This design comes from an exercise in tuning for small area on the open sky130 flow, not from production work.
At most, simulation tests tie the RTL to the original design; equivalence was not proved.
For run 1, only the layout was checked, not whether the RTL still works.
Power and IR drop assume default switching activity.

## design.v

```verilog
module cmd_decode (
   input  logic [3:0] cmd,
   output logic       add_sel,
   output logic       shift_sel,
   output logic       bad_op
);
   assign add_sel = (cmd == 4'd1) ||
                    (cmd == 4'd2);
   assign shift_sel = (cmd == 4'd5) ||
                      (cmd == 4'd6);
   assign bad_op = (cmd != 4'd0) && !add_sel && !shift_sel;
endmodule
module prio_lane_bit (
   input  logic [3:0] s,
   input  logic [3:0] d,
   output logic       y
);
   logic n0, n1;
   prio_aoi222 u_a (.a0(s[0]), .b0(d[0]), .a1(s[1]), .b1(d[1]), .a2(s[2]), .b2(d[2]), .y(n0));
   prio_nand2  u_b (.a(s[3]), .b(d[3]), .y(n1));
   prio_nand2  u_o (.a(n0), .b(n1), .y(y));
endmodule
module prio_read_bit (
   input  logic [15:0] s,
   input  logic [15:0] d,
   output logic        y
);
   logic [5:0] n;
   logic       h0, h1;
   genvar i;
   generate
      for (i = 0; i < 5; i++) begin : g_a
         prio_aoi222 u_a (.a0(s[3*i]),   .b0(d[3*i]),
                          .a1(s[3*i+1]), .b1(d[3*i+1]),
                          .a2(s[3*i+2]), .b2(d[3*i+2]), .y(n[i]));
      end
   endgenerate
   prio_nand2 u_l (.a(s[15]), .b(d[15]), .y(n[5]));
   prio_nand3 u_h0 (.a(n[0]), .b(n[1]), .c(n[2]), .y(h0));
   prio_nand3 u_h1 (.a(n[3]), .b(n[4]), .c(n[5]), .y(h1));
   prio_or2   u_o (.a(h0), .b(h1), .y(y));
endmodule
module prio_aoi222 (
   input  logic a0, b0,
   input  logic a1, b1,
   input  logic a2, b2,
   output logic y
);
   assign y = ~((a0 & b0) | (a1 & b1) | (a2 & b2));
endmodule
module prio_nand2 (
   input  logic a,
   input  logic b,
   output logic y
);
   assign y = ~(a & b);
endmodule
module prio_nand3 (
   input  logic a,
   input  logic b,
   input  logic c,
   output logic y
);
   assign y = ~(a & b & c);
endmodule
module prio_or2 (
   input  logic a,
   input  logic b,
   output logic y
);
   assign y = a | b;
endmodule
module prio_top (
   input  logic                                      c_clk,
   input  logic                                      rst,
   input  logic [4*70-1:0]    hold,
   output logic                                      adder_out_vld,
   output logic [72-1:0]                    adder_out,
   output logic                                      shift_out_vld,
   output logic [72-1:0]                    shift_out,
   output logic [4*3-1:0]    invalid
);
   localparam int NP = 4;
   localparam int SW = 69;     
   logic [NP-1:0] q_sel [2];   
   logic [NP-1:0] bad_op;
   logic [SW-1:0] ent [NP];    
   genvar p, q, b, k, j;
   generate
      for (p = 0; p < NP; p++) begin : g_port
         cmd_decode u_decode (
            .cmd       (hold[p*70 + 66 +: 4]),
            .add_sel   (q_sel[0][p]),
            .shift_sel (q_sel[1][p]),
            .bad_op    (bad_op[p])
         );
         assign ent[p] = {hold[p*70 + 67], 2'(p), hold[p*70 +: 66]};
      end
   endgenerate
   logic [NP-1:0]   inv_op_q;
   logic [2*NP-1:0] inv_tag_q;
   always_ff @(posedge c_clk) begin
      if (rst) begin
         inv_op_q <= '0;
      end else begin
         inv_op_q <= bad_op;
      end
   end
   always_ff @(posedge c_clk) begin
      for (int i = 0; i < NP; i++) begin
         inv_tag_q[2*i +: 2] <= hold[i*70 + 64 +: 2];
      end
   end
   generate
      for (p = 0; p < NP; p++) begin : g_inv
         assign invalid[p*3 +: 3] = {inv_op_q[p], inv_tag_q[2*p +: 2]};
      end
   endgenerate
   logic [SW-1:0] hq   [2];    
   logic          hvld [2];
   logic          qpop [2];
   generate
      for (q = 0; q < 2; q++) begin : g_q
         logic [4:0] hd;
         logic [4:0] tl;
         logic [SW-1:0] mem [16];
         logic [3:0]    pos  [NP];
         logic [3:0]    lsel [4];     
         logic [SW-1:0] lane [4];
         logic [15:0]   we;
         logic [15:0]   rsel;
         logic [2:0]    nsel;
         always_comb begin
            logic [2:0] n;
            n = '0;
            for (int i = 0; i < NP; i++) begin
               pos[i] = tl[3:0] + 4'(n);
               n      = n + 3'(q_sel[q][i]);
            end
            nsel = n;
            for (int c = 0; c < 4; c++) begin
               for (int i = 0; i < NP; i++) begin
                  lsel[c][i] = q_sel[q][i] && (pos[i][1:0] == 2'(c));
               end
            end
            for (int s = 0; s < 16; s++) begin
               we[s] = 1'b0;
               for (int i = 0; i < NP; i++) begin
                  if (q_sel[q][i] && (pos[i] == 4'(s))) begin
                     we[s] = 1'b1;
                  end
               end
               rsel[s] = (hd[3:0] == 4'(s));
            end
         end
         for (b = 0; b < 4; b++) begin : g_lane
            for (j = 0; j < SW; j++) begin : g_bit
               prio_lane_bit u_lane (
                  .s (lsel[b]),
                  .d ({ent[3][j], ent[2][j], ent[1][j], ent[0][j]}),
                  .y (lane[b][j])
               );
            end
         end
         always_ff @(posedge c_clk) begin
            for (int s = 0; s < 16; s++) begin
               if (we[s]) begin
                  mem[s] <= lane[s % 4];
               end
            end
         end
         for (j = 0; j < SW; j++) begin : g_rd
            logic [15:0] col;
            for (k = 0; k < 16; k++) begin : g_col
               assign col[k] = mem[k][j];
            end
            prio_read_bit u_rd (
               .s (rsel),
               .d (col),
               .y (hq[q][j])
            );
         end
         assign hvld[q] = (hd != tl);
         always_ff @(posedge c_clk) begin
            if (rst) begin
               hd <= '0;
               tl <= '0;
            end else begin
               hd <= hd + 5'(qpop[q]);
               tl <= tl + 5'(nsel);
            end
         end
      end
   endgenerate
   logic turn;
   logic conflict;
   assign conflict = hvld[0] && hvld[1] && (hq[0][67:66] == hq[1][67:66]);
   assign qpop[0] = hvld[0] && (!conflict || (turn == 1'b0));
   assign qpop[1] = hvld[1] && (!conflict || (turn == 1'b1));
   always_ff @(posedge c_clk) begin
      if (rst) begin
         turn <= 1'b0;
      end else if (conflict) begin
         turn <= ~turn;
      end
   end
   assign adder_out_vld = qpop[0];
   assign adder_out     = {2'b00, hq[0][68], ~hq[0][68], hq[0][67:0]};
   assign shift_out_vld = qpop[1];
   assign shift_out     = {2'b01, hq[1][68], ~hq[1][68], hq[1][67:0]};
endmodule
```

## run.sh

```bash
#!/bin/bash
# synth_recipe.tcl (not shown) runs the flow's synth.tcl, then flattens the netlist and writes it again
# the make line also repeats each setting of config.mk as NAME=value (left out here)
make -C /OpenROAD-flow-scripts/flow DESIGN_CONFIG=/design/flow/config.mk WORK_HOME=/design/flow/orfs CLKGATE_MAP_FILE= SYNTH_SCRIPT=/design/flow/synth_recipe.tcl finish
```

## config.mk

```make
export PLATFORM = sky130hd
export DESIGN_NAME = prio_top
export DESIGN_NICKNAME = prio_top
export VERILOG_FILES = /design/flow/design.v
export SDC_FILE = /design/flow/constraint.sdc
export NUM_CORES = 4
export LEC_CHECK = 0
export ABC_CLOCK_PERIOD_IN_PS = 7500
export CAP_MARGIN = 20
export CORE_MARGIN = 2
export CORE_UTILIZATION = 45
export GPL_ROUTABILITY_DRIVEN = 1
export PLACE_DENSITY = 0.55
export SLEW_MARGIN = 20
export SYNTH_HIERARCHICAL = 1
export SYNTH_MINIMUM_KEEP_SIZE = 0
```

## constraint.sdc

```tcl
create_clock -name core_clock -period 7.5 [get_ports {c_clk}]
set_input_delay 1.5000 -clock core_clock [delete_from_list [all_inputs] [get_ports {c_clk}]]
set_output_delay 1.5000 -clock core_clock [all_outputs]
set_load 0.01 [all_outputs]
```

==> run notes, run 1 <==
status=finished clean; Critical Path RT=6.00 ns; die width=450 um; post-cts repair resize count=0; starting density of the core=0.454; Syn. warnings=29; fmax=147 MHz; met1 Track Usage GR=0.509; Ports=440; Mapped Area=89700 um^2; clock root buffer=clkbuf_16; Critical Path, Cell by Cell=nand2_1 > nor2_4 > a222oi_1 > nand3_1 > or2_1 > xor2_1 > nor2_1 > o41ai_1 > o21a_1 > clkdlybuf4s50_1; M3 GR Usage=0.102; minimum period implied by the final worst setup slack=6.79 ns; core region area=approximately 200000 um^2; Final Hold Violating Endpoints=0; PnR Total Power=0.0335 W; post-route clock period utilization=0.905; Layout fillers=15913; Worst-Skew Late Latency=between 0.9 and 1 ns; CP top delay family=simple AND/OR/NAND/NOR gates; Area growth, synth to finish=19.7%; CTS tree=yes; Final ANT Viol Nets=0; number of core rows=163; Worst path slowest cell=nor2_4; ys async rst share=0; wire per inst=42.8 um; Hold Path End=g_q[0].tl[4]$_SDFF_PP0_; final layout net count=6870; Startpoint Class=flop; Worst-path clk slew=approximately 0.060 ns; grt ovf=0; DRT iter0 DRCs=about 20000; count leader, synth=edfxtp_1; global-route wire length before repair=between 500000 and 600000 um; CP Class=flop to output pin; Slew @ Worst Pin=1.28 ns; Synth area leaders=edfxtp_1 74%, a222oi_1 14%, nand2_1 5.5%; CTS buffer count=229; gp weighted congestion=0.879; grt peak-use layer=met2; setup bufs post-CTS=0; vias in the first global route=67216; RSZ-0062 raised after global routing=false; hold path depth=2; full die area=203000 um^2; CP arrival=5.29 ns; Die Span Y=450 um; Worst VDD drop=265 uV; port buffer count=about 440; setup violators final=0; count of pins over their slew limit=0; R2R Setup Slk=between 2 and 3 ns; cell taking the most area after synthesis=edfxtp_1; dpl hpwl=223000 um; Netlist cell types=58; worst hold path class=flop to flop; hold buffers post-CTS=0; clock tree buffer depth=3; DRC Markers=0; syn_area_per_cell=15.9 um^2; largest net degree at the start of global routing=70; PwrDens=312 nW/um^2; fraction of layout cells with a size suffix above 1=0.0914; Syn Inst Count=5655; RR Startpoint=g_q[1].hd[3]$_SDFF_PP0_; min-delay src=g_q[0].tl[4]$_SDFF_PP0_; Synth Flop Type=edfxtp_1; max cap viols=0; All-Layer GR Usage=0.384; drt first pass iters=15; crit path max fanout=19; Sink Count=2241; via/cell ratio=approximately 7.5; GR Layer Usage met2=0.585; worst path bufs/invs=1; Crit path largest cell delay=about 0.89 ns; worst reg2reg path depth=14; Clock Skew=between 0.04 and 0.05 ns; relative slew slack=0.147; top post-synthesis cells by count=2208 x edfxtp_1, 1309 x nand2_1, 1242 x a222oi_1; Post-synth EDFFs=about 2200; Synth Register Bits=about 2200; CP endpoint kind=output pin; final WL=402000 um; top-area cell type share of the netlist area=0.739; Seq/Total Area, Yosys=0.747; initial antenna violation count=7; # H-tree levels=4; worst reg2reg endpoint=g_q[1].hd[4]$_SDFF_PP0_; Leakage Power=37.0 nW; setup_tns=0 ns; via count=70063
metrics by stage:
stage	instance area [um^2]	utilization	setup slack (ns)	hold slack [ns]	cells
finish	107000	0.543	0.709	0.538	9390
CTS	107000	0.543	0.751	0.539	9388
global placement	99900	0.505	1.19	0.517	8958
detailed placement	99900	0.505	1.20	0.525	8958
global route	107000	0.543	0.734	0.568	9388
floorplan	90100	-	-0.670	0.499	5721
layout by cell type (no fill, tap or decap), drive strengths merged, types with 33 or more instances in the layout:
cell type      count
dfxtp             33
or2              141
buf              189
edfxtp          2208
a222oi          1242
nand2           1310
ha                33
clkdlybuf4s50    435
nor2              53
nand3            303
conb              68
clkinv           112
inv               44
clkbuf           280
area by class of cell:
| class | count | area (um^2) | area share |
|---|---|---|---|
| diodes | 2 | 5.00 | 0.0000466 |
| clock buffers | 280 | 5940 | 0.0554 |
| clock inverters | 150 | 1490 | 0.0139 |
| inverters | 37 | 201 | 0.00188 |
| multi-input cells | 3416 | 23100 | 0.215 |
| flip-flops and latches | 2241 | 67000 | 0.624 |
| well taps | 2640 | 3300 | 0.0308 |
| repair buffers | 624 | 6290 | 0.0586 |
where the power goes:
group	switching, W	leakage, nW	internal [W]
sequential	0.000192	21.2	0.0145
combinational	0.00480	12.2	0.00255
clock	0.00502	3.60	0.00637
per-module statistics from Yosys, one instance, submodules excluded, a selection:
module / cell area, um^2 / times used / flops+latches
prio_top: 70200 / 1 / 2241
cmd_decode: 42.5 / 4 / 0
prio_nand3: 5.00 / 276 / 0
prio_nand2: 3.75 / 1242 / 0
prio_aoi222: 10.0 / 1242 / 0
prio_or2: 6.26 / 138 / 0
state kept, by name, summed over array words and instances, names as in the netlist:
name and count:
g_q.tl 10, inv_op_q 4, turn 1, inv_tag_q 8, g_q.mem 2208, g_q.hd 10
worst max-delay path by stage:
| stage | cells past startpoint | slack, ns | end | start |
|---|---|---|---|---|
| after floorplan | 8 | -0.67 | g_q[1].mem[12][0]$_DFFE_PP_ | hold[66] |
| after global placement | 13 | 1.19 | g_q[0].mem[14][44]$_DFFE_PP_ | hold[207] |
| after detailed placement | 13 | 1.20 | g_q[0].mem[2][51]$_DFFE_PP_ | hold[207] |
| after CTS | 10 | 0.75 | shift_out_vld | g_q[1].hd[2]$_SDFF_PP0_ |
| after global routing | 10 | 0.73 | shift_out_vld | g_q[1].hd[2]$_SDFF_PP0_ |
| final | 10 | 0.71 | shift_out_vld | g_q[1].hd[3]$_SDFF_PP0_ |
layer usage:
| layer | vias to the layer above | share of wire |
|---|---|---|
| met5 | - | 0.000057 |
| met4 | 4 | 0.059 |
| met3 | 1320 | 0.16 |
| met2 | 7175 | 0.44 |
| met1 | 34796 | 0.34 |
| li1 | 26768 | - |
worst min-delay path, cell delays in order (launching register included):
cell     delay, ns
dfxtp_1       0.36
xor2_1        0.07
nor2_1        0.07
logic make-up (layout without fill, tap and decap cells):
| family | Yosys count | after routing | synth area share |
|---|---|---|---|
| buf+inv | 64 | 1091 | 0.00332 |
| other cells | 2 | 70 | 0.0000838 |
| fa+ha+maj | 39 | 39 | 0.00594 |
| compound gates | 1368 | 1368 | 0.148 |
| flops | 2241 | 2241 | 0.747 |
| xor+xnor | 46 | 46 | 0.00512 |
| simple gates | 1895 | 1895 | 0.0906 |
==> run 2, diff against run 1 <==
--- a/design.v
+++ b/design.v
@@ -13,3 +13,3 @@
 module prio_lane_bit (
-   input  logic [3:0] s,
+   input  logic [3:0] ns,
    input  logic [3:0] d,
@@ -18,5 +18,5 @@
    logic n0, n1;
-   prio_aoi222 u_a (.a0(s[0]), .b0(d[0]), .a1(s[1]), .b1(d[1]), .a2(s[2]), .b2(d[2]), .y(n0));
-   prio_nand2  u_b (.a(s[3]), .b(d[3]), .y(n1));
-   prio_nand2  u_o (.a(n0), .b(n1), .y(y));
+   prio_oai22 u_a (.a0(d[0]), .b0(ns[0]), .a1(d[1]), .b1(ns[1]), .y(n0));
+   prio_oai22 u_b (.a0(d[2]), .b0(ns[2]), .a1(d[3]), .b1(ns[3]), .y(n1));
+   prio_nor2  u_o (.a(n0), .b(n1), .y(y));
 endmodule
@@ -27,7 +27,7 @@
 );
-   logic [5:0] n;
-   logic       h0, h1;
+   logic [3:0] n;
+   logic       h, r;
    genvar i;
    generate
-      for (i = 0; i < 5; i++) begin : g_a
+      for (i = 0; i < 4; i++) begin : g_a
          prio_aoi222 u_a (.a0(s[3*i]),   .b0(d[3*i]),
@@ -37,6 +37,5 @@
    endgenerate
-   prio_nand2 u_l (.a(s[15]), .b(d[15]), .y(n[5]));
-   prio_nand3 u_h0 (.a(n[0]), .b(n[1]), .c(n[2]), .y(h0));
-   prio_nand3 u_h1 (.a(n[3]), .b(n[4]), .c(n[5]), .y(h1));
-   prio_or2   u_o (.a(h0), .b(h1), .y(y));
+   prio_nand4 u_h (.a(n[0]), .b(n[1]), .c(n[2]), .d(n[3]), .y(h));
+   prio_ao221 u_r (.a0(s[12]), .b0(d[12]), .a1(s[13]), .b1(d[13]), .c(h), .y(r));
+   prio_ao221 u_o (.a0(s[14]), .b0(d[14]), .a1(s[15]), .b1(d[15]), .c(r), .y(y));
 endmodule
@@ -50,10 +49,18 @@
 endmodule
-module prio_nand2 (
-   input  logic a,
-   input  logic b,
-   output logic y
-);
-   assign y = ~(a & b);
-endmodule
-module prio_nand3 (
+module prio_ao221 (
+   input  logic a0, b0,
+   input  logic a1, b1,
+   input  logic c,
+   output logic y
+);
+   assign y = (a0 & b0) | (a1 & b1) | c;
+endmodule
+module prio_oai22 (
+   input  logic a0, b0,
+   input  logic a1, b1,
+   output logic y
+);
+   assign y = ~((a0 | b0) & (a1 | b1));
+endmodule
+module prio_nand4 (
    input  logic a,
@@ -61,7 +68,8 @@
    input  logic c,
-   output logic y
-);
-   assign y = ~(a & b & c);
-endmodule
-module prio_or2 (
+   input  logic d,
+   output logic y
+);
+   assign y = ~(a & b & c & d);
+endmodule
+module prio_nor2 (
    input  logic a,
@@ -70,3 +78,3 @@
 );
-   assign y = a | b;
+   assign y = ~(a | b);
 endmodule
@@ -156,8 +164,11 @@
          for (b = 0; b < 4; b++) begin : g_lane
+            assign lane[b][67:66] = {lsel[b][3] | lsel[b][2], lsel[b][3] | lsel[b][1]};
             for (j = 0; j < SW; j++) begin : g_bit
-               prio_lane_bit u_lane (
-                  .s (lsel[b]),
-                  .d ({ent[3][j], ent[2][j], ent[1][j], ent[0][j]}),
-                  .y (lane[b][j])
-               );
+               if (j != 66 && j != 67) begin : g_sel
+                  prio_lane_bit u_lane (
+                     .ns (~lsel[b]),
+                     .d  ({ent[3][j], ent[2][j], ent[1][j], ent[0][j]}),
+                     .y  (lane[b][j])
+                  );
+               end
             end
--- a/config.mk
+++ b/config.mk
@@ -11,2 +11,5 @@
 export CORE_UTILIZATION = 45
+export CTS_BUF_LIST = sky130_fd_sc_hd__clkbuf_16
+export CTS_CLUSTER_DIAMETER = 80
+export CTS_CLUSTER_SIZE = 30
 export GPL_ROUTABILITY_DRIVEN = 1
==> run notes, run 2 <==
Worst-Skew Late Latency=0.83 ns; top-area cell type share of the netlist area=0.751; Sink Count=about 2200; Post-synth EDFFs=about 2200; setup violators final=0; Synth Register Bits=2241; Final Hold Violating Endpoints=0; wire per inst=approximately 45 um; Slew @ Worst Pin=between 1 and 1.5 ns; clock tree buffer depth=3; global-route wire length before repair=536000 um; area of the multi-input gates=21900 um^2; # H-tree levels=4; RR Startpoint=g_q[1].hd[2]$_SDFF_PP0_; CP endpoint kind=output pin; via/cell ratio=7.77; Worst VDD drop=~210 uV; CP Class=flop to output pin; count of pins over their slew limit=0; drt first pass iters=8; most frequent cells in the layout=2208 x edfxtp_1, 1074 x o22ai_1, 572 x nor2_1; CP arrival=5.30 ns; ys async rst share=0; full die area=200000 um^2; Layout fillers=15831; fraction of layout cells with a size suffix above 1=0.0890; syn_area_per_cell=16.6 um^2; leading cell type in the layout, fill and taps excluded=edfxtp_1; sequential cell area=67000 um^2; All-Layer GR Usage=0.389; Mapped Area=88300 um^2; R2R Setup Slk=about 2.8 ns; crit path max fanout=48; Syn Inst Count=5330; gp weighted congestion=0.882; Netlist cell types=68; worst reg2reg path depth=15; count leader, synth=edfxtp_1; post-cts repair resize count=0; Synth area leaders=edfxtp_1 75%, o22ai_1 7.6%, a222oi_1 6.4%; Final ANT Viol Nets=0; Critical Path RT=approximately 6.0 ns; Largest regs=g_q.mem (2208), g_q.hd (10), g_q.tl (10); initial antenna violation count=22; top post-synthesis cells by count=2208 x edfxtp_1, 1074 x o22ai_1, 590 x nor2_1; minimum period implied by the final worst setup slack=6.80 ns; PwrDens=299 nW/um^2; Ports=440; post-route clock period utilization=0.906; status=finished clean; Largest Register=g_q.mem; largest net degree at the start of global routing=72; worst hold path class=flop to flop; Startpoint Class=flop; Seq/Total Area, Yosys=0.758; final layout net count=between 6000 and 7000; Worst-path clk slew=0.09 ns; dpl hpwl=roughly 230000 um; port buffer count=roughly 440; Clock Skew=0.0440 ns; max cap viols=0; Syn. warnings=31; fmax=147 MHz; DRC Markers=0; DRT iter0 DRCs=15688; worst reg2reg endpoint=g_q[1].hd[4]$_SDFF_PP0_; setup bufs post-CTS=0; clock root buffer=clkbuf_16; via count=68599; Leakage Power=about 33 nW; hold buffers post-CTS=0; grt ovf=0; vias in the first global route=66023; Area growth, synth to finish=17.4%; RSZ-0062 raised after global routing=false; CTS tree=yes; relative slew slack=0.214; cell taking the most area after synthesis=edfxtp_1; number of core rows=162; Hold Slack=between 0.5 and 0.6 ns; final WL=398000 um; die width=about 450 um; Synth Flop Type=edfxtp_1; Critical Path Source=g_q[1].hd[2]$_SDFF_PP0_; Final Util=0.532; starting density of the core=0.453; Die Span Y=447 um; PnR Total Power=0.0310 W; max reg flops=2208; Worst Setup EP=adder_out_vld; CTS buffer count=130; core region area=roughly 200000 um^2
## run 2: changes by cell type in the layout (fill, tap and decap cells not counted), moves of 141 or more
cell	before	now
o22ai_1	16	1074
nand4_1	0	141
a222oi_1	1242	568
nand2_1	1309	41
a221o_1	0	276
nor2_1	31	572
nand3_1	303	10
## run 2: per-layer routing
layer  GRT usage  share of wire  routed length (um)  up-vias
met1       0.519           0.34              136000    34078
met3       0.113           0.16               63200     1412
met2       0.579           0.44              173000     7236
li1            -              -                   -    25865
met4       0.203          0.063               25000        8
met5     0.00220        0.00012                  49        -
## run 2: worst min-delay path by stage
stage	start	endpoint	cells after the start
floorplan	g_q[1].hd[4]$_SDFF_PP0_	g_q[1].hd[4]$_SDFF_PP0_	2
global placement	g_q[1].hd[4]$_SDFF_PP0_	g_q[1].hd[4]$_SDFF_PP0_	2
detailed placement	g_q[1].hd[4]$_SDFF_PP0_	g_q[1].hd[4]$_SDFF_PP0_	2
CTS	g_q[1].hd[4]$_SDFF_PP0_	g_q[1].hd[4]$_SDFF_PP0_	2
global route	g_q[1].tl[4]$_SDFF_PP0_	g_q[1].tl[4]$_SDFF_PP0_	2
finish	g_q[1].hd[4]$_SDFF_PP0_	g_q[1].hd[4]$_SDFF_PP0_	2
## run 2: metrics by stage
stage | cell area (um^2) | TNS [ns] | worst slack, ns | std cells
3_5_place_dp | 99300 | 0 | 1.03 | 8582
2_1_floorplan | 88400 | -2661.81 | -1.57 | 5332
4_1_cts | 104000 | 0 | 0.714 | 8816
6_report | 104000 | 0 | 0.701 | 8832
3_3_place_gp | 99200 | 0 | 1.12 | 8582
5_1_grt | 104000 | 0 | 0.496 | 8825
## run 2: Yosys stat by module (local to each module, per instance), a selection
module       copies in the design  flops+latches  cell area [um^2]
prio_aoi222                   552              0              10.0
prio_nor2                     536              0              3.75
cmd_decode                      4              0              42.5
prio_ao221                    276              0              10.0
prio_top                        1           2241             70300
prio_nand4                    138              0              6.26
prio_oai22                   1072              0              6.26
## run 2: cell families (layout without fill, tap and decap cells)
logic type,after synthesis,after routing,synth area share
DFF,2241,2241,0.758
buffers and inverters,72,932,0.00360
and+or+nand+nor,913,913,0.0470
xor gates and xnor gates,31,31,0.00324
AOI/OAI and AO/OA,2026,2026,0.181
muxes,6,6,0.000680
other,2,20,0.0000850
adders and majority gates,39,39,0.00603
## run 2: worst max-delay path, cell delays in order (launching register included)
cell	delay, ns
dfxtp_1	0.85
nand2b_1	0.46
nor3_2	0.10
buf_12	0.26
a222oi_1	0.41
nand4_1	0.14
a221o_1	0.28
a221o_1	0.55
xnor2_1	0.27
and2_1	0.20
a31oi_1	0.28
clkdlybuf4s50_1	0.60
## run 2: layout make-up
cell class / instances / share of cell area
flip-flops and latches: 2241 / 0.645
multi-input cells: 3019 / 0.211
repair buffers: 661 / 0.0674
clock buffers: 134 / 0.0323
well taps: 2624 / 0.0316
clock inverters: 100 / 0.0106
inverters: 37 / 0.00157
diodes: 16 / 0.000386
## run 2: report_power, final
part / total [W] / internal (W) / switching (W)
Clock: 0.00822 / 0.00369 / 0.00453
Combinational: 0.00819 / 0.00314 / 0.00505
Sequential: 0.0146 / 0.0144 / 0.000189
==> run 3, diff against run 2 <==
==> flow/run.sh (new file) <==
#!/bin/bash
# The standard layout (the standard.sh, standard synthesis unchanged) with
# two changes:
#  - the input and output ports are buffered with buf_1 cells instead of the
#    default clkdlybuf4s50_1, which is larger and not needed at this period;
#  - the clock tree is built from clkbuf_8 cells over clusters of at most 16
#    sinks within 60 um, without CTS's dummy balancing loads.
# Each ORFS step writes its full log under orfs/logs/; the make output as a
# whole goes to standard.log in this folder.
set -uo pipefail

CTS="-sink_clustering_enable -repair_clock_nets"
CTS="$CTS -buf_list sky130_fd_sc_hd__clkbuf_8"
CTS="$CTS -sink_clustering_size 16 -sink_clustering_max_diameter 60"
CTS="$CTS -dont_use_dummy_load"

bash standard.sh \
   BUFFER_PORTS_ARGS="-buffer_cell sky130_fd_sc_hd__buf_1" \
   CTS_ARGS="$CTS" \
   finish > standard.log 2>&1
status=$?
tail -n 20 standard.log
exit $status
==> standard.sh (new file) <==
#!/bin/bash
# synth_recipe.tcl (not shown) runs the flow's synth.tcl, then flattens the netlist and writes it again
# the make line also repeats each setting of config.mk as NAME=value (left out here)
make -C /OpenROAD-flow-scripts/flow DESIGN_CONFIG=/design/flow/config.mk WORK_HOME=/design/flow/orfs CLKGATE_MAP_FILE= SYNTH_SCRIPT=/design/flow/synth_recipe.tcl "${@:-finish}"
--- a/config.mk
+++ b/config.mk
@@ -10,8 +10,5 @@
 export CORE_MARGIN = 2
-export CORE_UTILIZATION = 45
-export CTS_BUF_LIST = sky130_fd_sc_hd__clkbuf_16
-export CTS_CLUSTER_DIAMETER = 80
-export CTS_CLUSTER_SIZE = 30
+export CORE_UTILIZATION = 60
 export GPL_ROUTABILITY_DRIVEN = 1
-export PLACE_DENSITY = 0.55
+export PLACE_DENSITY = 0.68
 export SLEW_MARGIN = 20
removed: run.sh
==> run notes, run 3 <==
status=finished clean; Leakage Power=roughly 30 nW; die width=388 um; largest net degree at the start of global routing=71; CTS tree=yes; CP Class=flop to output pin; Seq/Total Area, Yosys=0.758; Largest regs=g_q.mem (2208), g_q.hd (10), g_q.tl (10); fmax=155 MHz; count leader, synth=edfxtp_1; Sink Count=between 2000 and 2500; Netlist cell types=68; CP arrival=4.97 ns; number of core rows=140; Worst path slowest cell=buf_4; worst reg2reg path depth=15; Final ANT Viol Nets=0; global-route wire length before repair=slightly above 500000 um; max cap viols=0; top-area cell type share of the netlist area=0.751; top post-synthesis cells by count=2208 x edfxtp_1, 1074 x o22ai_1, 590 x nor2_1; Syn. warnings=31; vias in the first global route=67100; core region area=about 150000 um^2; DR top layer=met5; Synth area leaders=edfxtp_1 75%, o22ai_1 7.6%, a222oi_1 6.4%; drt first pass iters=15; hold path depth=2; Crit path largest cell delay=1.04 ns; setup violators final=0; worst hold path class=flop to flop; wire per inst=46.1 um; Largest Register=g_q.mem; Worst-path clk slew=about 0.090 ns; Post-synth EDFFs=2208; final WL=370000 um; placed cell areas=94800 um^2; PwrDens=284 nW/um^2; clock root buffer=clkbuf_8; Ports=440; All-Layer GR Usage=0.481; relative slew slack=0.123; ys async rst share=0; Post-Route M1 WL=113000 um; post-cts repair resize count=0; PnR Total Power=0.0276 W; placed cells=roughly 7800; RSZ-0062 raised after global routing=false; setup bufs post-CTS=0; Critical Path RT=6.00 ns; Startpoint Class=flop; starting density of the core=0.605; port buffer count=435; Worst VDD drop=394 uV; Final Hold Violating Endpoints=0; Logic pwr share=0.258; Slew @ Worst Pin=1.32 ns; final instance count without filler cells=8021; crit path max fanout=48; initial antenna violation count=26; CTS buffer count=roughly 170; Synth Flop Type=edfxtp_1; Switching Share=0.323; via/cell ratio=8.75; clock tree buffer depth=3; full die area=150000 um^2; metal2 WL=152000 um; DRC Markers=0; Syn Inst Count=~5300; DRT iter0 DRCs=17841; CP endpoint kind=output pin; met3 WL=78100 um; internal power=about 0.019 W; fraction of layout cells with a size suffix above 1=0.0754; dpl hpwl=approximately 200000 um; cell taking the most area after synthesis=edfxtp_1; Worst-Skew Late Latency=0.97 ns; sequential share of power=0.530; Clock Skew=0.0847 ns; Mapped Area=between 80000 and 90000 um^2; hold buffers post-CTS=0; Psw=around 0.009 W; Area growth, synth to finish=10.0%; gp weighted congestion=0.937; Finished Cell Area=97200 um^2; minimum period implied by the final worst setup slack=between 6 and 7 ns; most frequent cells in the layout=2208 x edfxtp_1, 1074 x o22ai_1, 572 x nor2_1; clock power share=0.211; final layout net count=~6400; Synth Register Bits=2241; grt ovf=0; # H-tree levels=4; leading cell type in the layout, fill and taps excluded=edfxtp_1; Critical Path, Cell by Cell=nand2_1 > nor2_4 > buf_4 > a221o_1 > buf_1; via count=70178; count of pins over their slew limit=0; Die Span Y=388 um; max reg flops=2208; post-route clock period utilization=0.862; syn_area_per_cell=16.6 um^2
==> run 3: logic make-up after synthesis <==
group                    after synthesis  synth area share
XOR/XNOR                              31           0.00324
AO/OA/AOI/OAI                       2026             0.181
multiplexers                           6          0.000680
adder cells (fa/ha/maj)               39           0.00603
other                                  2         0.0000850
AND/OR/NAND/NOR                      913            0.0470
flip-flops                          2241             0.758
buffers and inverters                 72           0.00360
==> run 3: metal layers <==
layer,GRT usage,up-vias
li1,-,25691
met3,0.225,2058
met1,0.623,33386
met2,0.675,9025
met4,0.259,18
met5,0.0105,-
==> run 3: worst max-delay path, delay by kind of cell (launching register included) <==
| kind | cells | cell delay [ns] |
|---|---|---|
| AOI/OAI and AO/OA | 1 | 0.65 |
| DFF | 1 | 0.74 |
| buffers and inverters | 2 | 1.24 |
| and+or+nand+nor | 2 | 1.34 |
==> run 3: final timing paths <==
kind / from / to / slack (ns)
hold / removal: g_q[0].hd[4]$_SDFF_PP0_ / g_q[0].hd[4]$_SDFF_PP0_ / 0.54
setup / recovery: g_q[1].hd[2]$_SDFF_PP0_ / shift_out[37] / 1.03
hold reg to reg: g_q[0].hd[4]$_SDFF_PP0_ / g_q[0].hd[4]$_SDFF_PP0_ / 0.54
setup reg to reg: g_q[1].hd[0]$_SDFF_PP0_ / g_q[1].hd[4]$_SDFF_PP0_ / 2.77
==> run 3: modules after synthesis, one instance, submodules excluded, a selection <==
module | area, um^2 | copies in the design | cells | flip-flops and latches
prio_nor2 | 3.75 | 536 | 1 | 0
cmd_decode | 42.5 | 4 | 6 | 0
prio_ao221 | 10.0 | 276 | 1 | 0
prio_oai22 | 6.26 | 1072 | 1 | 0
prio_aoi222 | 10.0 | 552 | 1 | 0
prio_nand4 | 6.26 | 138 | 1 | 0
prio_top | 70300 | 1 | 2732 | 2241
==> run 3: through the flow <==
| stage | setup WS (ns) | TNS [ns] | hold WS, ns | util |
|---|---|---|---|---|
| after CTS | 1.15 | 0 | 0.548 | 0.666 |
| after detailed placement | 1.22 | 0 | 0.525 | 0.650 |
| after global placement | 1.31 | 0 | 0.519 | 0.650 |
| final | 1.03 | 0 | 0.542 | 0.666 |
| after floorplan | -1.57 | -2661.81 | 0.499 | - |
| after global routing | 0.915 | 0 | 0.571 | 0.666 |
==> run 3: layout make-up <==
type,count,area (um^2)
antenna,20,50.0
clock buffer,171,2350
fill,10172,48700
inverter,37,159
multi-input combinational,3019,21900
sequential,2241,67000
tap,1917,2400
timing repair buffer,616,3400
==> run 3: power by group through the flow <==
stage	Sequential [W]	Combinational [W]	Clock [W]
6_report	0.0146	0.00713	0.00582
5_1_grt	0.0147	0.00719	0.00616
4_1_cts	0.0146	0.00671	0.00575
3_5_place_dp	0.0149	0.00668	0
3_3_place_gp	0.0149	0.00662	0
2_1_floorplan	0.0149	0.00360	0
==> run 4, diff against run 3 <==
--- a/design.v
+++ b/design.v
@@ -134,3 +134,2 @@
          logic [SW-1:0] mem [16];
-         logic [3:0]    pos  [NP];
          logic [3:0]    lsel [4];     
@@ -140,2 +139,6 @@
          logic [2:0]    nsel;
+         logic [1:0] pre  [NP];       
+         logic [1:0] kb   [4];
+         logic [3:0] rowa;            
+         logic [3:0] rowb;            
          always_comb begin
@@ -144,3 +147,3 @@
             for (int i = 0; i < NP; i++) begin
-               pos[i] = tl[3:0] + 4'(n);
+               pre[i] = n[1:0];
                n      = n + 3'(q_sel[q][i]);
@@ -148,15 +151,18 @@
             nsel = n;
+            for (int r = 0; r < 4; r++) begin
+               rowa[r] = (tl[3:2] == 2'(r));
+            end
+            rowb = {rowa[2:0], rowa[3]};
             for (int c = 0; c < 4; c++) begin
+               kb[c] = 2'(c) - tl[1:0];
                for (int i = 0; i < NP; i++) begin
-                  lsel[c][i] = q_sel[q][i] && (pos[i][1:0] == 2'(c));
-               end
-            end
-            for (int s = 0; s < 16; s++) begin
-               we[s] = 1'b0;
-               for (int i = 0; i < NP; i++) begin
-                  if (q_sel[q][i] && (pos[i] == 4'(s))) begin
-                     we[s] = 1'b1;
-                  end
-               end
-               rsel[s] = (hd[3:0] == 4'(s));
+                  lsel[c][i] = q_sel[q][i] && (pre[i] == kb[c]);
+               end
+               for (int r = 0; r < 4; r++) begin
+                  we[4*r + c] = (3'(kb[c]) < nsel) &&
+                                ((2'(c) < tl[1:0]) ? rowb[r] : rowa[r]);
+               end
+            end
+            for (int t = 0; t < 16; t++) begin
+               rsel[t] = (hd[3:0] == 4'(t));
             end
==> run notes, run 4 <==
status=finished clean; global-route wire length before repair=478000 um; clock tree buffer depth=3; # H-tree levels=4; minimum period implied by the final worst setup slack=between 6 and 7 ns; most frequent cells in the layout=2208 x edfxtp_1, 1072 x o22ai_1, 574 x nor2_1; final instance count without filler cells=between 7000 and 8000; CP endpoint kind=output pin; Syn Inst Count=5213; PnR Total Power=0.0301 W; Largest regs=g_q.mem (2208), g_q.hd (10), g_q.tl (10); cell taking the most area after synthesis=edfxtp_1; hold buffers post-CTS=0; number of core rows=between 100 and 150; fraction of layout cells with a size suffix above 1=0.0755; largest net degree at the start of global routing=70; Layout fillers=10088; Final ANT Viol Nets=0; metal2 WL=149000 um; Psw=0.0102 W; leading cell type in the layout, fill and taps excluded=edfxtp_1; port buffer count=435; gp weighted congestion=approximately 0.92; Post-synth EDFFs=between 2000 and 2500; Startpoint Class=flop; max cap viols=0; die width=386 um; top-area cell type share of the netlist area=0.758; top post-synthesis cells by count=2208 x edfxtp_1, 1072 x o22ai_1, 604 x nor2_1; placed cells=roughly 7700; Hold Slack=0.530 ns; Logic pwr share=0.298; area of the multi-input gates=between 20000 and 25000 um^2; CTS tree=yes; count of pins over their slew limit=0; worst reg2reg path depth=14; final layout net count=6307; dpl hpwl=206000 um; final WL=349000 um; Switching Share=0.340; crit path max fanout=22; Worst VDD drop=317 uV; Worst-Skew Late Latency=0.98 ns; CTS buffer count=approximately 170; Critical Path RT=~6 ns; Final Util=0.664; initial antenna violation count=21; max reg flops=2208; clock root buffer=clkbuf_8; Largest Register=g_q.mem; worst hold path class=flop to flop; setup bufs post-CTS=0; wire per inst=44.2 um; Slew @ Worst Pin=1.26 ns; DRT iter0 DRCs=approximately 16000; count leader, synth=edfxtp_1; fmax=around 150 MHz; drt first pass iters=10; Die Span Y=a little under 400 um; Synth area leaders=edfxtp_1 76%, o22ai_1 7.7%, a222oi_1 6.3%; Area growth, synth to finish=10.3%; Mapped Area=87500 um^2; setup violators final=0; full die area=149000 um^2; grt ovf=0; DR top layer=met5; post-route clock period utilization=0.875; All-Layer GR Usage=0.462; Seq/Total Area, Yosys=0.766; Clock Skew=around 0.10 ns; Leakage Power=28.5 nW; PwrDens=approximately 310 nW/um^2; CP Class=flop to output pin; internal power=approximately 0.020 W; via count=67569; Syn. warnings=35; vias in the first global route=64807; Netlist cell types=46; core region area=145000 um^2; DRC Markers=0; Ports=440; RSZ-0062 raised after global routing=false; Sink Count=around 2200; met3 WL=65300 um; sequential share of power=0.512; CP arrival=5.06 ns; ys async rst share=0; Worst-path clk slew=0.11 ns; post-cts repair resize count=0; relative slew slack=0.158; Post-Route M1 WL=108000 um; Synth Register Bits=2241; clock power share=0.190; syn_area_per_cell=16.8 um^2; Synth Flop Type=edfxtp_1; via/cell ratio=8.55; Final Hold Violating Endpoints=0; sequential cell area=67000 um^2; starting density of the core=0.602; hold path depth=2
## run 4: path summary, 6_finish.rpt
kind / startpoint / endpoint / slack (ns)
worst max register to register: g_q[1].hd[0]$_SDFF_PP0_ / g_q[1].hd[4]$_SDFF_PP0_ / 2.54
worst min-delay path: g_q[0].hd[4]$_SDFF_PP0_ / g_q[0].hd[4]$_SDFF_PP0_ / 0.53
worst min register to register: g_q[0].hd[4]$_SDFF_PP0_ / g_q[0].hd[4]$_SDFF_PP0_ / 0.53
worst max-delay path: g_q[1].hd[0]$_SDFF_PP0_ / shift_out_vld / 0.94
## run 4: critical path: stages, from the launching register on
cell and delay, ns:
dfxtp_1 0.72, nand2_1 0.37, nor2_4 0.92, a222oi_1 0.21, nand4_1 0.16, a221o_1 0.12, a221o_1 0.49, xor2_1 0.18
or2_2 0.34, o31a_1 0.40, buf_1 0.19
## run 4: layout make-up
cell class	instances	area share
inverter	18	0.000701
sequential	2241	0.694
clock buffer	167	0.0238
tap	1917	0.0249
multi-input combinational	2929	0.219
antenna	10	0.000260
timing repair buffer	620	0.0370
## run 4: power by group through the flow
stage,combinational (W),clock [W],sequential (W)
floorplan,0.00450,0,0.0157
global placement,0.00842,0,0.0156
detailed placement,0.00849,0,0.0157
CTS,0.00854,0.00566,0.0154
global route,0.00907,0.00608,0.0155
finish,0.00896,0.00570,0.0154
## run 4: metrics by stage
step,setup WS (ns),instance area [um^2],TNS (ns)
floorplan,-0.0942,87600,-13.00
global placement,1.10,94100,0
detailed placement,1.04,94100,0
CTS,1.09,96400,0
global route,0.939,96400,0
finish,0.936,96400,0
## run 4: layer usage
metal,global-route usage,vias up
met5,0.00260,-
met4,0.265,28
met3,0.181,1994
met2,0.675,8223
met1,0.593,32211
li1,-,25113
## run 4: modules after synthesis (local to each module, per instance), excerpt
module | area (um^2) | flops+latches | cells | times used
prio_top | 69400 | 2241 | 2615 | 1
cmd_decode | 42.5 | 0 | 6 | 4
prio_ao221 | 10.0 | 0 | 1 | 276
prio_aoi222 | 10.0 | 0 | 1 | 552
prio_nand4 | 6.26 | 0 | 1 | 138
prio_oai22 | 6.26 | 0 | 1 | 1072
prio_nor2 | 3.75 | 0 | 1 | 536
## run 4: cell families (layout without fill, tap and decap cells)
kind of cell               count (synthesis)  after routing  synth area share
other                                      2             14         0.0000859
muxes                                      2              2          0.000229
xor gates and xnor gates                  51             51           0.00511
buffers and inverters                     45            805           0.00242
and+or+nand+nor                          889            889            0.0452
DFF                                     2241           2241             0.766
adders and majority gates                 48             48           0.00738
AOI/OAI and AO/OA                       1935           1935             0.174
==> run 5, diff against run 4 <==
--- a/config.mk
+++ b/config.mk
@@ -12,3 +12,3 @@
 export GPL_ROUTABILITY_DRIVEN = 1
-export PLACE_DENSITY = 0.68
+export PLACE_DENSITY = 0.8
 export SLEW_MARGIN = 20
==> run notes, run 5 <==
status=finished clean; relative slew slack=0.212; Final ANT Viol Nets=0; sequential share of power=0.516; via/cell ratio=8.66; clock root buffer=clkbuf_8; Ports=440; Worst VDD drop=263 uV; starting density of the core=0.602; Largest regs=g_q.mem (2208), g_q.hd (10), g_q.tl (10); Mapped Area=~87000 um^2; clock tree buffer depth=3; worst reg2reg path depth=15; Sink Count=2241; Crit path largest cell delay=approximately 0.67 ns; CP most frequent cell=a221o_1; post-cts repair resize count=0; Hold Path End=g_q[0].tl[4]$_SDFF_PP0_; GR Layer Usage met2=0.632; top-area cell type share of the netlist area=0.758; Synth Flop Type=edfxtp_1; Area growth, synth to finish=9.93%; Synth Register Bits=2241; port buffer count=435; max cap viols=0; Leakage Power=28.3 nW; setup bufs post-CTS=0; RSZ-0062 raised after global routing=false; Worst path slowest cell=dfxtp_1; All-Layer GR Usage=0.438; fmax=around 150 MHz; CP endpoint kind=output pin; Final Util=0.662; Final Hold Violating Endpoints=0; setup violators final=0; full die area=149000 um^2; Syn Inst Count=5213; CP top delay family=simple AND/OR/NAND/NOR gates; internal power=0.0198 W; largest net degree at the start of global routing=70; hold buffers post-CTS=0; post-route clock period utilization=0.878; worst reg2reg endpoint=g_q[0].hd[4]$_SDFF_PP0_; DRT iter0 DRCs=18748; die width=a little under 400 um; Slew @ Worst Pin=roughly 1.2 ns; dpl hpwl=196000 um; wire per inst=around 42 um; gp weighted congestion=just under 1; CP Class=flop to output pin; M3 GR Usage=0.202; Startpoint Class=flop; Synth area leaders=edfxtp_1 76%, o22ai_1 7.7%, a222oi_1 6.3%; crit path max fanout=34; max reg flops=2208; Psw=0.0101 W; via count=68302; # H-tree levels=4; Finished Cell Area=96100 um^2; Netlist cell types=46; grt peak-use layer=met2; Critical Path RT=6.00 ns; R2R Setup Slk=between 2 and 3 ns; placed cell areas=around 94000 um^2; initial antenna violation count=19; core region area=145000 um^2; ys async rst share=0; CP arrival=roughly 5.1 ns; DRC Markers=0; DP Worst Slack=0.956 ns; fraction of layout cells with a size suffix above 1=0.0723; clock power share=0.189; PwrDens=311 nW/um^2; worst hold path class=flop to flop; Worst-Skew Late Latency=1.00 ns; cell taking the most area after synthesis=edfxtp_1; most frequent cells in the layout=2208 x edfxtp_1, 1072 x o22ai_1, 574 x nor2_1; fin worst setup slack=0.915 ns; final layout net count=roughly 6300; syn_area_per_cell=approximately 17 um^2; hold path depth=2; count leader, synth=edfxtp_1; vias in the first global route=between 60000 and 70000; Switching Share=0.339; Syn. warnings=35; min-delay src=g_q[0].tl[4]$_SDFF_PP0_; Post-synth EDFFs=2208; global-route wire length before repair=461000 um; setup_tns=0 ns; Worst-path clk slew=0.09 ns; worst path bufs/invs=2; Clock Skew=0.113 ns; Die Span Y=386 um; drt first pass iters=17; grt ovf=0; Critical Path, Cell by Cell=nand2b_1 > nor3_2 > buf_4 > a222oi_1 > nand4_1 > a221o_1 > a221o_1 > xor2_1 > nor2_1 > a31oi_1 > buf_1; Largest Register=g_q.mem; met1 Track Usage GR=0.542; top post-synthesis cells by count=2208 x edfxtp_1, 1072 x o22ai_1, 604 x nor2_1; Logic pwr share=0.296; number of core rows=140; Seq/Total Area, Yosys=0.766; RR Startpoint=g_q[0].hd[0]$_SDFF_PP0_; leading cell type in the layout, fill and taps excluded=edfxtp_1; minimum period implied by the final worst setup slack=6.59 ns; CTS buffer count=165; CTS tree=yes; count of pins over their slew limit=0; final WL=333000 um
[run 5: metal layers]
layer  vias to the layer above  part of all wire
met4                        34             0.084
met2                      9351              0.42
met5                         -            0.0013
li1                      25035                 -
met1                     31583              0.29
met3                      2299              0.21
[run 5: worst max-delay path by stage]
stage                       startpoint                           to  slack, ns  cells after the start
2_1_floorplan                hold[137]   g_q[1].mem[1][0]$_DFFE_PP_      -0.09                     10
3_3_place_gp                 hold[207]  g_q[0].mem[6][53]$_DFFE_PP_       1.04                     12
3_5_place_dp                 hold[207]  g_q[0].mem[0][60]$_DFFE_PP_       0.96                     12
4_1_cts        g_q[1].hd[1]$_SDFF_PP0_                adder_out_vld       0.95                     12
5_1_grt        g_q[1].hd[1]$_SDFF_PP0_                adder_out_vld       0.76                     12
6_report       g_q[0].hd[0]$_SDFF_PP0_                adder_out_vld       0.91                     11
[run 5: per-stage QoR]
| stage | power, W | instances | hold slack, ns |
|---|---|---|---|
| 4_1_cts | 0.0293 | 7867 | 0.554 |
| 6_report | 0.0299 | 7887 | 0.550 |
| 5_1_grt | 0.0304 | 7873 | 0.580 |
| 2_1_floorplan | 0.0202 | 5215 | 0.498 |
| 3_5_place_dp | 0.0240 | 7702 | 0.536 |
| 3_3_place_gp | 0.0238 | 7701 | 0.517 |
[run 5: worst register-to-register path: stages, from the launching register on]
cell and delay (ns):
dfxtp_1 0.67, nand2b_1 0.38, nor3_2 0.62, buf_4 0.66, a222oi_1 0.17, nand4_1 0.14
a221o_1 0.14, a221o_1 0.35, xor2_1 0.26, nor2_1 0.10, a31oi_1 0.38, ha_1 0.25
ha_1 0.19, nand3_1 0.12, xor2_1 0.21, nor2_1 0.05
[run 5: kinds of logic after synthesis]
group                      synth area share
DFF                                   0.766
AOI/OAI and AO/OA                     0.174
and+or+nand+nor                      0.0452
xor gates and xnor gates            0.00511
adders and majority gates           0.00738
buffers and inverters               0.00242
other                             0.0000859
muxes                              0.000229
[run 5: final cells by class]
| type | count | area, um^2 |
|---|---|---|
| inverters | 18 | 67.6 |
| fillers | 9420 | 49100 |
| diodes | 19 | 47.5 |
| flip-flops and latches | 2241 | 67000 |
| repair buffers | 598 | 3260 |
| multi-input cells | 2929 | 21100 |
| clock buffers | 165 | 2270 |
| well taps | 1917 | 2400 |
[run 5: power by group through the flow]
stage	Sequential [W]	Combinational [W]	Clock, W
after floorplan	0.0157	0.00450	0
after global placement	0.0157	0.00813	0
after detailed placement	0.0157	0.00830	0
after CTS	0.0154	0.00834	0.00556
after global routing	0.0155	0.00894	0.00598
final	0.0154	0.00885	0.00565
[run 5: per-module statistics from Yosys, one instance, submodules excluded, excerpt]
module	cell area (um^2)	copies in the design	cells inside
cmd_decode	42.5	4	6
prio_ao221	10.0	276	1
prio_aoi222	10.0	552	1
prio_nand4	6.26	138	1
prio_nor2	3.75	536	1
prio_oai22	6.26	1072	1
prio_top	69400	1	2615

## static timing again, ports no longer ideal
The flow's constraints put no driver on any port. The routed layouts listed below were extracted and timed again, unchanged, in two steps.
Step 1 (the two cells are an assumption about what drives the block):
set clk [get_ports {c_clk}]
set_driving_cell -lib_cell sky130_fd_sc_hd__clkbuf_16 $clk
set_driving_cell -lib_cell sky130_fd_sc_hd__buf_2 [delete_from_list [all_inputs] $clk]
Step 2 adds t to the input delays and takes it off the output delays; t is the mean of the earliest and latest rising clock arrival at the registers after step 1. Input paths then give back, and output paths get back, about the clock's delay inside the block.
Three values: no drivers, after step 1, after step 2; two values: the first two.
| run | t, ns | setup slack, ns | worst setup path after step 2 | latest minus earliest clock arrival (ns) | worst data-port slew with drivers (ns) |
|---|---|---|---|---|---|
| run 1 | 0.979 | 0.709 / 0.611 / 1.056 | input to register | 0.056 / 0.056 | 0.16 |
| run 2 | 0.910 | 0.701 / 0.603 / 0.910 | input to register | 0.050 / 0.050 | 0.17 |
| run 3 | 1.000 | 1.033 / 0.949 / 1.032 | input to register | 0.105 / 0.105 | 0.17 |
| run 4 | 1.014 | 0.936 / 0.852 / 0.865 | input to register | 0.102 / 0.103 | 0.11 |
| run 5 | 1.025 | 0.915 / 0.830 / 0.893 | input to register | 0.128 / 0.128 | 0.11 |
After both steps setup and hold are still met in every run listed. For run 4, which loses most, drivers alone change the setup slack by -0.084 ns; drivers and shift together by -0.071 ns.
